What follows belongs to an exercise in optimizing a design on an open flow for small area, a short achievable clock period and few clock cycles; a production flow would make more cautious choices. Where RTL was checked, it was by simulation tests only, not by an equivalence proof against the original.

job 101:
// dehaze_top
module dehaze_top (
    input  logic        clk,
    input  logic        rst,
    input  logic        in_req,
    output logic        in_ack,
    input  logic [23:0] in_pix,      
    output logic        out_req,
    input  logic        out_ack,
    output logic [23:0] out_pix,     
    output logic        out_last
);
    logic        i_full;            
    logic [23:0] ipix;
    logic [23:0] ch [0:8];          
    logic [5:0]  cnt;               
    logic [3:0]  nold;              
    logic        oraw;              
    logic        ordy;              
    logic        pin;               
    logic        pdr;               
    logic [6:0]  gain;
    logic [7:0]  vm [0:7];          
    logic [7:0]  v3p;               
    logic [7:0]  pmin;              
    function automatic logic lt8(input logic [7:0] a, input logic [7:0] b);
        lt8 = 1'b0;
        for (int i = 0; i < 8; i++) lt8 = (~a[i] & b[i]) | (~(a[i] & ~b[i]) & lt8);
    endfunction
    function automatic logic [7:0] min2(input logic [7:0] a, input logic [7:0] b);
        min2 = lt8(a, b) ? a : b;
    endfunction
    function automatic logic [7:0] min3(input logic [23:0] p);
        logic rg, rb, gb;
        rg = lt8(p[23:16], p[15:8]);
        rb = lt8(p[23:16], p[7:0]);
        gb = lt8(p[15:8], p[7:0]);
  ...
Size in the first run: about 1600 cells after synthesis, about 370 flip-flops, roughly 55 I/O pins.
==> flow/config.mk <==
export PLATFORM = sky130hd
export DESIGN_NAME = dehaze_top
export DESIGN_NICKNAME = dehaze_top
export VERILOG_FILES = /design/flow/design.v
export SDC_FILE = /design/flow/constraint.sdc
export NUM_CORES = 4
export LEC_CHECK = 0
export ABC_AREA = 1
export CAP_MARGIN = 50
export CORE_MARGIN = 2
export CORE_UTILIZATION = 60
export CTS_CLUSTER_DIAMETER = 100
export CTS_CLUSTER_SIZE = 30
export SLEW_MARGIN = 50
==> flow/constraint.sdc <==
create_clock -name core_clock -period 25.0 [get_ports {clk}]
set_input_delay 5.0000 -clock core_clock [delete_from_list [all_inputs] [get_ports {clk}]]
set_output_delay 5.0000 -clock core_clock [all_outputs]
set_load 0.01 [all_outputs]
standard.sh (not shown) runs the stock make flow with config.mk's settings and CLKGATE_MAP_FILE= SYNTH_SCRIPT=/design/flow/synth_recipe.tcl, a recipe that flattens the netlist after the stock synthesis.
==> flow/flow/run.sh <==
#!/bin/bash
# Own flow: the standard synthesis, then the standard ORFS layout with the
# platform's delay cells kept out of buffering and resizing (they otherwise end
# up as port and wire buffers). Each step's output goes to its own log here.
set -euo pipefail
PLATFORM_DONT_USE="sky130_fd_sc_hd__probe_p_8 sky130_fd_sc_hd__probec_p_8 sky130_fd_sc_hd__lpflow_bleeder_1 sky130_fd_sc_hd__lpflow_clkbufkapwr_1 sky130_fd_sc_hd__lpflow_clkbufkapwr_16 sky130_fd_sc_hd__lpflow_clkbufkapwr_2 sky130_fd_sc_hd__lpflow_clkbufkapwr_4 sky130_fd_sc_hd__lpflow_clkbufkapwr_8 sky130_fd_sc_hd__lpflow_clkinvkapwr_1 sky130_fd_sc_hd__lpflow_clkinvkapwr_16 sky130_fd_sc_hd__lpflow_clkinvkapwr_2 sky130_fd_sc_hd__lpflow_clkinvkapwr_4 sky130_fd_sc_hd__lpflow_clkinvkapwr_8 sky130_fd_sc_hd__lpflow_decapkapwr_12 sky130_fd_sc_hd__lpflow_decapkapwr_3 sky130_fd_sc_hd__lpflow_decapkapwr_4 sky130_fd_sc_hd__lpflow_decapkapwr_6 sky130_fd_sc_hd__lpflow_decapkapwr_8 sky130_fd_sc_hd__lpflow_inputiso0n_1 sky130_fd_sc_hd__lpflow_inputiso0p_1 sky130_fd_sc_hd__lpflow_inputiso1n_1 sky130_fd_sc_hd__lpflow_inputiso1p_1 sky130_fd_sc_hd__lpflow_inputisolatch_1 sky130_fd_sc_hd__lpflow_isobufsrc_1 sky130_fd_sc_hd__lpflow_isobufsrc_16 sky130_fd_sc_hd__lpflow_isobufsrc_2 sky130_fd_sc_hd__lpflow_isobufsrc_4 sky130_fd_sc_hd__lpflow_isobufsrc_8 sky130_fd_sc_hd__lpflow_isobufsrckapwr_16 sky130_fd_sc_hd__lpflow_lsbuf_lh_hl_isowell_tap_1 sky130_fd_sc_hd__lpflow_lsbuf_lh_hl_isowell_tap_2 sky130_fd_sc_hd__lpflow_lsbuf_lh_hl_isowell_tap_4 sky130_fd_sc_hd__lpflow_lsbuf_lh_isowell_4 sky130_fd_sc_hd__lpflow_lsbuf_lh_isowell_tap_1 sky130_fd_sc_hd__lpflow_lsbuf_lh_isowell_tap_2 sky130_fd_sc_hd__lpflow_lsbuf_lh_isowell_tap_4"
DELAY_CELLS="sky130_fd_sc_hd__clkdlybuf4s15_1 sky130_fd_sc_hd__clkdlybuf4s15_2 sky130_fd_sc_hd__clkdlybuf4s18_1 sky130_fd_sc_hd__clkdlybuf4s18_2 sky130_fd_sc_hd__clkdlybuf4s25_1 sky130_fd_sc_hd__clkdlybuf4s25_2 sky130_fd_sc_hd__clkdlybuf4s50_1 sky130_fd_sc_hd__clkdlybuf4s50_2 sky130_fd_sc_hd__dlygate4sd1_1 sky130_fd_sc_hd__dlygate4sd2_1 sky130_fd_sc_hd__dlygate4sd3_1 sky130_fd_sc_hd__dlymetal6s2s_1 sky130_fd_sc_hd__dlymetal6s4s_1 sky130_fd_sc_hd__dlymetal6s6s_1"
bash standard.sh synth > synth.log 2>&1
bash standard.sh "DONT_USE_CELLS=$PLATFORM_DONT_USE $DELAY_CELLS" finish > layout.log 2>&1
test -s out/final.def
Testbench counts of job 101, summed over its fixed seeds: cycles 8,352.
Input changes introduced in job 102 (baseline for comparison: job 101):
# job 101
export LEC_CHECK = 0
export ABC_AREA = 1
export CAP_MARGIN = 50
export CORE_MARGIN = 2
export CORE_UTILIZATION = 60
export CTS_CLUSTER_DIAMETER = 100
export CTS_CLUSTER_SIZE = 30
export SLEW_MARGIN = 50
create_clock -name core_clock -period 25.0 [get_ports {clk}]
# job 102
export LEC_CHECK = 0
export ABC_AREA = 1
export CAP_MARGIN = 50
export CORE_MARGIN = 2
export CORE_UTILIZATION = 70
export CTS_CLUSTER_DIAMETER = 100
export CTS_CLUSTER_SIZE = 30
export SLEW_MARGIN = 50
create_clock -name core_clock -period 25.0 [get_ports {clk}]
Summary of job 102 over job 101: worst hold slack has decreased, non-clock buffer count has decreased. Compared with job 101, job 102 shows via count of the first global-routing pass higher by about 5%. In the tables for job 101 and job 102, detailed-routing wirelength on met1 reads lower with job 102. Between job 101 and job 102, width of the chip is lower for job 102, job 101 comes in above that. Diff job 101 -> job 102 | worst-case setup margin in the final layout | decrease of 0.0063 ns. Diff job 102..job 101 | achievable clock frequency | negligible. Job 102 ended up with fewer standard cells than job 101.
Edits applied to the flow inputs when going from job 102 to job 103:
diff --git a/flow/flow/run.sh b/flow/flow/run.sh
--- a/flow/flow/run.sh
+++ b/flow/flow/run.sh
@@ -9 +9 @@
-bash standard.sh "DONT_USE_CELLS=$PLATFORM_DONT_USE $DELAY_CELLS" finish > layout.log 2>&1
+bash standard.sh "DONT_USE_CELLS=$PLATFORM_DONT_USE $DELAY_CELLS" "CTS_ARGS=-sink_clustering_enable -repair_clock_nets -sink_clustering_size 30 -sink_clustering_max_diameter 100 -num_static_layers 1" finish > layout.log 2>&1
Findings:
- Per the comparison of job 103 with job 102, worst hold-check slack +0.0043 ns, final critical delay including setup and external delays ~0 delta, met3 demand-to-capacity share in global routing ~0 delta, final max-slew violation count ~0 delta, routed length per instance -0.55 um.
- As far as worst setup margin is concerned, job 103 and job 102 perform about the same.
- Delta (job 103 minus job 102): fraction of the mapped netlist area in simple logic gates held steady; first-pass GRT wire length shrank by 0.35%.
- Job 103 | stages: all done | timing, DRC, antenna: all pass
- Worst-case register-to-register setup slack delta (job 103 -> job 102): insignificant
Edits applied to the flow inputs when going from job 103 to job 104:
diff --git a/flow/flow/run.sh b/flow/flow/run.sh
--- a/flow/flow/run.sh
+++ b/flow/flow/run.sh
@@ -9 +9 @@
-bash standard.sh "DONT_USE_CELLS=$PLATFORM_DONT_USE $DELAY_CELLS" "CTS_ARGS=-sink_clustering_enable -repair_clock_nets -sink_clustering_size 30 -sink_clustering_max_diameter 100 -num_static_layers 1" finish > layout.log 2>&1
+bash standard.sh "DONT_USE_CELLS=$PLATFORM_DONT_USE $DELAY_CELLS" "CTS_ARGS=-sink_clustering_enable -repair_clock_nets -sink_clustering_size 30 -sink_clustering_max_diameter 100 -sink_clustering_levels 1" finish > layout.log 2>&1
### Flow results
Job 104 against job 103: worst setup slack shows no meaningful change; multi-input gate share of the layout cell area essentially unchanged.
#### Input delta (job 105 over job 104)
# job 104
export LEC_CHECK = 0
export ABC_AREA = 1
export CAP_MARGIN = 50
export CORE_MARGIN = 2
export CORE_UTILIZATION = 70
export CTS_CLUSTER_DIAMETER = 100
export CTS_CLUSTER_SIZE = 30
export SLEW_MARGIN = 50
create_clock -name core_clock -period 25.0 [get_ports {clk}]
# job 105
export LEC_CHECK = 0
export ABC_AREA = 1
export CAP_MARGIN = 50
export CORE_MARGIN = 2
export CORE_UTILIZATION = 75
export CTS_CLUSTER_DIAMETER = 100
export CTS_CLUSTER_SIZE = 30
export SLEW_MARGIN = 50
create_clock -name core_clock -period 25.0 [get_ports {clk}]
diff --git a/flow/flow/run.sh b/flow/flow/run.sh
--- a/flow/flow/run.sh
+++ b/flow/flow/run.sh
@@ -9 +9 @@
-bash standard.sh "DONT_USE_CELLS=$PLATFORM_DONT_USE $DELAY_CELLS" "CTS_ARGS=-sink_clustering_enable -repair_clock_nets -sink_clustering_size 30 -sink_clustering_max_diameter 100 -sink_clustering_levels 1" finish > layout.log 2>&1
+bash standard.sh "DONT_USE_CELLS=$PLATFORM_DONT_USE $DELAY_CELLS" finish > layout.log 2>&1
Findings:
- Job 105 against job 104: detailed-routed wire length on met3 shows an increase of 1000 um; summed area of non-filler cells in the final layout was more or less identical; maximum single-stage delay on the critical path lost 0.02 ns.
- Job 104 → job 105: final number of max-transition violations neither gained nor lost much; first-pass GRT wire length went up 6.5%.

---

dehaze_top, a different RTL version from the one above (not shown whole).
Size: about 370 flip-flops, roughly 55 I/O pins, ~19000 um2 of cells after synthesis.
// dehaze_top
module dehaze_top (
    input  logic        clk,
    input  logic        rst,
    input  logic        in_req,
    output logic        in_ack,
    input  logic [23:0] in_pix,      
    output logic        out_req,
    input  logic        out_ack,
    output logic [23:0] out_pix,     
    output logic        out_last
);
    logic        i_full;            
    logic [23:0] ipix;
    logic [23:0] ch [0:8];          
    logic [5:0]  cnt;               
    logic [3:0]  nold;              
    logic        oraw;              
    logic [6:0]  gain;
    logic [7:0]  vm [0:7];          
    logic [7:0]  v3p;               
    logic [7:0]  pmin;              
    function automatic logic [7:0] min2(input logic [7:0] a, input logic [7:0] b);
        min2 = (a < b) ? a : b;
    endfunction
    function automatic logic [7:0] min3(input logic [23:0] p);
        logic rg, rb, gb;
        rg = p[23:16] < p[15:8];
        rb = p[23:16] < p[7:0];
        gb = p[15:8]  < p[7:0];
        min3 = (rg && rb) ? p[23:16] : (!rg && gb) ? p[15:8] : p[7:0];
    endfunction
    function automatic logic [7:0] recover(input logic [7:0] c, input logic [6:0] g);
        logic [7:0]  u;
        logic [13:0] s, k, pp, ns, nk;
        logic [14:0] p;
        u = ~c;
        s = {6'b0, u & {8{g[0]}}};
        k = 14'd0;
        for (int j = 1; j < 6; j++) begin
            pp = {6'b0, u & {8{g[j]}}} << j;
            ns = s ^ k ^ pp;
            nk = ((s & k) | (s & pp) | (k & pp)) << 1;
            s  = ns;
            k  = nk;
        end
        p = {1'b0, s + k} | (g[6] ? {1'b0, u, 6'b0} : 15'd0);
        recover = (|p[14:12]) ? 8'd0 : ~p[11:4];
    endfunction
    logic [7:0] m_new, m_up, v3, dark, vm_new;
  ...
export LEC_CHECK = 0
export CAP_MARGIN = 20
export CORE_MARGIN = 2
export CORE_UTILIZATION = 50
export SLEW_MARGIN = 20
create_clock -name core_clock -period 25.0 [get_ports {clk}]
run.sh (not shown) runs the stock make flow with config.mk's settings and CLKGATE_MAP_FILE= SYNTH_SCRIPT=/design/flow/synth_recipe.tcl, a recipe that flattens the netlist after the stock synthesis.
Stock flow here: none of the scripts above is used.
Edit:
--- a/flow/config.mk
+++ b/flow/config.mk
@@ -7,5 +7,5 @@
 export LEC_CHECK = 0
-export CAP_MARGIN = 20
+export CAP_MARGIN = 50
 export CORE_MARGIN = 2
 export CORE_UTILIZATION = 50
-export SLEW_MARGIN = 20
+export SLEW_MARGIN = 90
- synthesized cell count does not change
- final cell count climbs by 49%
- final area goes up by 51%
- synthesized area is unchanged
- via count increases by 74%
- global-route usage is higher by 12 points
- flip-flop and latch count is unchanged
Edit:
--- a/flow/config.mk
+++ b/flow/config.mk
@@ -7,5 +7,6 @@
 export LEC_CHECK = 0
-export CAP_MARGIN = 50
+export ABC_CLOCK_PERIOD_IN_PS = 5000
+export CAP_MARGIN = 20
 export CORE_MARGIN = 2
 export CORE_UTILIZATION = 50
-export SLEW_MARGIN = 90
+export SLEW_MARGIN = 20
=> Cell area decreases by a quarter to a third. Utilization decreases by 29 points. Clock-buffer cell count increases by 6. Via count decreases by well over a third. Non-clock buffer count decreases by 998. Global-route usage decreases by 12 points. Worst setup slack gets better by 15 ns. Area after synthesis does not change. Routed wire length decreases by well over a third. Clock skew decreases by 0.011 ns.
Edit:
--- a/flow/config.mk
+++ b/flow/config.mk
@@ -7,6 +7,5 @@
 export LEC_CHECK = 0
-export ABC_CLOCK_PERIOD_IN_PS = 5000
-export CAP_MARGIN = 20
+export CAP_MARGIN = 80
 export CORE_MARGIN = 2
 export CORE_UTILIZATION = 50
-export SLEW_MARGIN = 20
+export SLEW_MARGIN = 80
Result: Sequential cell count stays the same; cell area rises by 6.1%; setup slack gains 1.3 ns.
No run of this note included a check of the RTL's function; only the layout flow was run.

---

Another version of the RTL of dehaze_top (not shown whole).
For scale: ~1600 cells after synthesis, about 370 flip-flops, about 55 I/O pins.
## dehaze_top
module dehaze_top (
    input  logic        clk,
    input  logic        rst,
    input  logic        in_req,
    output logic        in_ack,
    input  logic [23:0] in_pix,      
    output logic        out_req,
    input  logic        out_ack,
    output logic [23:0] out_pix,     
    output logic        out_last
);
Settings: LEC_CHECK=0, CAP_MARGIN=50, CORE_MARGIN=2, CORE_UTILIZATION=70, CTS_BUF_LIST=sky130_fd_sc_hd__clkbuf_8, SLEW_MARGIN=50; clock period 25.0 ns.
standard.sh (not shown) runs the stock make flow with config.mk's settings and CLKGATE_MAP_FILE= SYNTH_SCRIPT=/design/flow/synth_recipe.tcl, a recipe that flattens the netlist after the stock synthesis.
==> flow/flow/run.sh <==
#!/bin/bash
# Own flow: the standard synthesis, then the standard ORFS layout with the
# platform's delay cells kept out of buffering and resizing (they otherwise end
# up as port and wire buffers). Each step's output goes to its own log here.
set -euo pipefail
PLATFORM_DONT_USE="sky130_fd_sc_hd__probe_p_8 sky130_fd_sc_hd__probec_p_8 sky130_fd_sc_hd__lpflow_bleeder_1 sky130_fd_sc_hd__lpflow_clkbufkapwr_1 sky130_fd_sc_hd__lpflow_clkbufkapwr_16 sky130_fd_sc_hd__lpflow_clkbufkapwr_2 sky130_fd_sc_hd__lpflow_clkbufkapwr_4 sky130_fd_sc_hd__lpflow_clkbufkapwr_8 sky130_fd_sc_hd__lpflow_clkinvkapwr_1 sky130_fd_sc_hd__lpflow_clkinvkapwr_16 sky130_fd_sc_hd__lpflow_clkinvkapwr_2 sky130_fd_sc_hd__lpflow_clkinvkapwr_4 sky130_fd_sc_hd__lpflow_clkinvkapwr_8 sky130_fd_sc_hd__lpflow_decapkapwr_12 sky130_fd_sc_hd__lpflow_decapkapwr_3 sky130_fd_sc_hd__lpflow_decapkapwr_4 sky130_fd_sc_hd__lpflow_decapkapwr_6 sky130_fd_sc_hd__lpflow_decapkapwr_8 sky130_fd_sc_hd__lpflow_inputiso0n_1 sky130_fd_sc_hd__lpflow_inputiso0p_1 sky130_fd_sc_hd__lpflow_inputiso1n_1 sky130_fd_sc_hd__lpflow_inputiso1p_1 sky130_fd_sc_hd__lpflow_inputisolatch_1 sky130_fd_sc_hd__lpflow_isobufsrc_1 sky130_fd_sc_hd__lpflow_isobufsrc_16 sky130_fd_sc_hd__lpflow_isobufsrc_2 sky130_fd_sc_hd__lpflow_isobufsrc_4 sky130_fd_sc_hd__lpflow_isobufsrc_8 sky130_fd_sc_hd__lpflow_isobufsrckapwr_16 sky130_fd_sc_hd__lpflow_lsbuf_lh_hl_isowell_tap_1 sky130_fd_sc_hd__lpflow_lsbuf_lh_hl_isowell_tap_2 sky130_fd_sc_hd__lpflow_lsbuf_lh_hl_isowell_tap_4 sky130_fd_sc_hd__lpflow_lsbuf_lh_isowell_4 sky130_fd_sc_hd__lpflow_lsbuf_lh_isowell_tap_1 sky130_fd_sc_hd__lpflow_lsbuf_lh_isowell_tap_2 sky130_fd_sc_hd__lpflow_lsbuf_lh_isowell_tap_4"
DELAY_CELLS="sky130_fd_sc_hd__clkdlybuf4s15_1 sky130_fd_sc_hd__clkdlybuf4s15_2 sky130_fd_sc_hd__clkdlybuf4s18_1 sky130_fd_sc_hd__clkdlybuf4s18_2 sky130_fd_sc_hd__clkdlybuf4s25_1 sky130_fd_sc_hd__clkdlybuf4s25_2 sky130_fd_sc_hd__clkdlybuf4s50_1 sky130_fd_sc_hd__clkdlybuf4s50_2 sky130_fd_sc_hd__dlygate4sd1_1 sky130_fd_sc_hd__dlygate4sd2_1 sky130_fd_sc_hd__dlygate4sd3_1 sky130_fd_sc_hd__dlymetal6s2s_1 sky130_fd_sc_hd__dlymetal6s4s_1 sky130_fd_sc_hd__dlymetal6s6s_1"
bash standard.sh synth > synth.log 2>&1
bash standard.sh "DONT_USE_CELLS=$PLATFORM_DONT_USE $DELAY_CELLS" finish > layout.log 2>&1
test -s out/final.def
The starting point ran to the end with no violations.
==> next run, changes <==
Settings changed: CTS_BUF_LIST sky130_fd_sc_hd__clkbuf_8 to not set.
The changed run produced a clean layout.
Worst setup slack improved by 0.026 ns.
Design area rose by 0.49%.
Sequential share of layout area decreases by 0.25 points.
Final cell count is lower by 1.7%.
Die area stays the same.
Maximum frequency rose by 0.41%.
==> next run, changes <==
Settings changed: ABC_AREA set to 1.
Result:
- The new run ran to the end with no violations
- worst setup slack gains 0.10 ns
- cell area falls by 6.6%
- via count shrinks by 9.8%
- global-route usage is lower by 5.0 points
==> next run, changes <==
Settings changed: ABC_AREA 1 to not set, CTS_CLUSTER_DIAMETER set to 60, CTS_CLUSTER_SIZE set to 25.
=> Cell count shrinks by 4.3%. Area after synthesis goes up by 7.2%. Global-route usage grows by 3.4 points.
No run of this note included a check of the RTL's function; only the layout flow was run.

static timing again, ports no longer ideal:
Ports are ideal in the flow. The routed layouts listed here were re-timed in OpenROAD.
Step 1, drivers: a clkbuf_16 drives clk and a buf_2 each remaining input, both assumed.
Step 2 adds t to the input delays and takes it off the output delays; t is the mean of the earliest and latest rising clock arrival at the registers after step 1. Input paths then give back, and output paths get back, about the clock's delay inside the block.
a / b / c = ideal / step 1 / step 2; a / b = the first two.
run	t, ns	slack for setup (ns)	hold slack, ns	latest minus earliest clock arrival (ns)	worst slew at a driven data input, ns
job 101	0.558	18.942 / 18.892 / 19.153	0.412 / 0.412 / 0.412	0.024 / 0.025	0.03
job 102	0.557	18.936 / 18.886 / 19.051	0.406 / 0.406 / 0.406	0.045 / 0.046	0.03
job 103	0.553	18.935 / 18.887 / 19.047	0.410 / 0.410 / 0.410	0.035 / 0.035	0.03
job 104	0.557	18.936 / 18.886 / 19.051	0.406 / 0.406 / 0.406	0.045 / 0.046	0.03
job 105	0.563	18.925 / 18.878 / 19.177	0.419 / 0.419 / 0.419	0.024 / 0.024	0.03
the first run of note 2	0.565	15.490 / 15.516 / 14.952	0.404 / 0.404 / 0.404	0.018 / 0.017	0.04
the second run of note 2	0.607	0.795 / 0.795 / 0.795	0.411 / 0.411 / 0.411	0.029 / 0.029	0.06
the third run of note 2	0.565	15.490 / 15.516 / 14.952	0.404 / 0.404 / 0.404	0.018 / 0.017	0.04
the fourth run of note 2	0.569	16.764 / 16.794 / 16.225	0.402 / 0.402 / 0.402	0.026 / 0.025	0.04
the first run of note 3	0.649	18.650 / 18.604 / 18.285	0.398 / 0.398 / 0.398	0.053 / 0.054	0.05
the second run of note 3	0.594	18.676 / 18.624 / 18.288	0.416 / 0.416 / 0.416	0.040 / 0.040	0.06
the third run of note 3	0.576	18.780 / 18.730 / 18.353	0.409 / 0.409 / 0.409	0.041 / 0.041	0.03
the fourth run of note 3	0.616	18.720 / 18.666 / 18.312	0.404 / 0.404 / 0.404	0.026 / 0.026	0.05
After both steps setup and hold are still met in every run listed. The setup slack of the fourth run of note 2, which loses most, moves by +0.030 ns with the drivers and by -0.539 ns with both steps.
